Source: an optimization exercise on an open RTL-to-GDS flow (aim: small area, a short achievable clock period and few clock cycles). Production flows keep margins and buffers that such runs may drop.
At most, simulation tests tie the RTL to the original design; equivalence was not proved.

north:
==> flow/design.v (excerpt) <==
module rpn_stack_evaluator (
	input  logic                           clk,
	input  logic                           arst_n,
	input  logic                           s_tvalid,
	output logic                           s_tready,
	input  logic [rse_pkg::SYM_W-1:0]      s_tdata,    
	input  logic                           s_tlast,
	output logic                           m_tvalid,
	input  logic                           m_tready,
	output logic [rse_pkg::WORD_W-1:0]     m_tdata,    
	output logic                           m_tuser     
);
For scale: roughly 6300 cells after synthesis, roughly 2300 flip-flops, ~48 I/O pins, about 73000 sq um of cells after synthesis.
==> flow/config.mk <==
export PLATFORM = sky130hd
export DESIGN_NAME = rpn_stack_evaluator
export DESIGN_NICKNAME = rpn_stack_evaluator
export VERILOG_FILES = /design/flow/design.v
export SDC_FILE = /design/flow/constraint.sdc
export NUM_CORES = 4
export LEC_CHECK = 0
export CAP_MARGIN = 20
export CORE_MARGIN = 2
export CORE_UTILIZATION = 40
export CTS_CLUSTER_DIAMETER = 100
export CTS_CLUSTER_SIZE = 25
export SLEW_MARGIN = 20
export TNS_END_PERCENT = 5
==> flow/constraint.sdc <==
create_clock -name core_clock -period 10.0 [get_ports {clk}]
set_input_delay 2.0000 -clock core_clock [delete_from_list [all_inputs] [get_ports {clk}]]
set_output_delay 2.0000 -clock core_clock [all_outputs]
set_load 0.01 [all_outputs]
standard.sh (not shown) runs the stock make flow with config.mk's settings and CLKGATE_MAP_FILE= SYNTH_SCRIPT=/design/flow/synth_recipe.tcl, a recipe that flattens the netlist after the stock synthesis.
==> flow/flow/run.sh <==
#!/bin/bash
set -euo pipefail
bash standard.sh SETUP_SLACK_MARGIN=6 finish > flow_make.log 2>&1
north: flow completed, timing, DRC and antenna clean
Inputs modified between north and south:
--- a/flow/design.v
+++ b/flow/design.v
@@ -139,25 +139,23 @@
 	logic          alu_sub;
 	logic [CW-1:0] cnt_n;
 	logic          in_num_n;
 	logic          neg_n;
 	logic          drop_n;
 	logic          pend_n;
 	logic          err_n;
 	logic [1:0]    st_n;
 	logic [W-1:0]  alu_res;
 	logic [W-1:0]  acc_x;
 	logic [W-1:0]  acc_d;
-	logic [W-1:0]  add_a;
-	logic [W-1:0]  add_b;
-	logic [W-1:0]  add_c;
+	logic [W-1:0]  acc_res;
 	logic [W-1:0]  t0_new;
 	logic [W-1:0]  pp0;
 	logic [W-1:0]  pp1;
 	logic [W-1:0]  mul_sum;
 	logic          mswap;
 	logic [W-1:0]  mn;
 	logic [W-1:0]  abs_a;
 	logic [W-1:0]  abs_b;
 	logic [5:0]    l1;
 	logic [5:0]    l0;
 	logic [5:0]    dk;
@@ -170,28 +168,26 @@
 	assign t0      = tc[W-1:0];
 	assign t1      = tc[2*W-1:W];
 	assign tk      = tc[W*K-1:W*(K-1)];
 	assign rout    = ring[W*R-1:W*(R-1)];
 	assign t0m     = c1 ? t0 : '0;
 	assign t1m     = c2 ? t1 : '0;
 	assign cnt_pop = c2 ? (cnt - CW'(1)) : CW'(1);
 	assign fill_ok  = ck || fok;
 	assign spill_ok = ckm || sok;
 	assign phf_n    = (ph == PHW'(R - 1)) ? CW'(K + 1) : (phf + CW'(1));
 	assign alu_sub = pend || pminus;
-	assign add_a   = pdig ? (acc_x << 3) : t1m;
-	assign add_b   = pdig ? (acc_x << 1) : (alu_sub ? ~t0m : t0m);
-	assign add_c   = pdig ? acc_d : W'(alu_sub);
-	assign alu_res = add_a + add_b + add_c;
+	assign alu_res = t1m + (alu_sub ? ~t0m : t0m) + W'(alu_sub);
 	assign acc_x   = in_num ? t0 : '0;
 	assign acc_d   = (in_num ? neg : pend) ? (W'(0) - W'(pdv)) : W'(pdv);
+	assign acc_res = (acc_x << 3) + (acc_x << 1) + acc_d;
 	assign pp0     = bsel(bd0, wm[W-1:0]);
 	assign pp1     = bsel(bd1, {wm[W-3:0], 2'b00});
 	assign mul_sum = wz + pp0 + pp1 + W'(bd0[2]) + W'(bd1[2]);
 	assign l1      = blen(t1m ^ {W{t1m[W-1]}});
 	assign l0      = blen(t0m ^ {W{t0m[W-1]}});
 	assign mswap   = (l1 < l0);
 	assign mn      = mswap ? t1m : t0m;
 	assign abs_a   = t1m[W-1] ? (W'(0) - t1m) : t1m;
 	assign abs_b   = t0m[W-1] ? (W'(0) - t0m) : t0m;
 	assign bz      = (t0m == '0);
 	assign dk      = (dz || (la < lb)) ? 6'd0 : (la - lb);
@@ -210,23 +206,23 @@
 			div_res = {negz, 1'b0};
 		end
 	end
 	assign psep     = !(pdig || pplus || pminus || pstar || pslash);
 	assign keep_dig = drop || (!in_num && cfull);
 	always_comb begin
 		case (st)
 			S_MUL:   t0_new = mul_sum;
 			S_DIV:   t0_new = div_res;
 			default: begin
 				if (pdig) begin
-					t0_new = keep_dig ? t0 : alu_res;
+					t0_new = keep_dig ? t0 : acc_res;
 				end else if (psep && !pend) begin
 					t0_new = t0;
 				end else begin
 					t0_new = alu_res;
 				end
 			end
 		endcase
 	end
 	assign go        = pv && !(plast && m_tvalid);
 	assign in_ch     = go && (st == S_CH);
 	assign pd_sub    = pend && !pdig;
Results
As of south, wire length of the first global-routing pass had fallen slightly compared to north.
south against north: signal arrival time at the worst endpoint decreased by 120 ps relative to the old numbers, number of cells in the finished layout apart from fillers increased by 1.3% relative to the old numbers, fraction of area in registers closely matched the old numbers, layout net count increased by 2.1% relative to the old numbers, core utilization of the finished layout decreased by 0.48 points relative to the old numbers.
Any difference in summed area of non-filler cells in the final layout between north and south is small enough to ignore.
Per the comparison of south with north, setup slack grew by 190 ps; shortest clock period the worst path allows after layout shrank by 190 ps; number of buffers inserted to repair setup after CTS shrank by 50; worst-case clock skew held steady.
Testbench counts of south, summed over its fixed seeds: cycles 45,572.
Function not checked in north: the RTL went through the layout flow alone.

## static timing again, ports no longer ideal
The results above use ideal ports. As a check the final layouts listed here were re-extracted and re-timed, cells and wires unchanged. Step 1, drivers: a clkbuf_16 drives clk and a buf_2 each remaining input, both assumed. Step 2 adds t to the input delays and takes it off the output delays; t is the mean of the earliest and latest rising clock arrival at the registers after step 1. Input paths then give back, and output paths get back, about the clock's delay inside the block. Three values: ideal, step 1, step 2; two values: the first two.
| run | t (ns) | slack for setup (ns) | hold WS [ns] | worst setup path after step 2 | slew at the worst register clock pin (ns) |
|---|---|---|---|---|---|
| north | 0.827 | 5.641 / 5.641 / 5.641 | 0.300 / 0.300 / 0.300 | register to register | 0.11 / 0.11 |
| south | 0.855 | 5.829 / 5.829 / 5.829 | 0.293 / 0.293 / 0.293 | register to register | 0.11 / 0.11 |
After both steps every run listed still meets setup and hold.
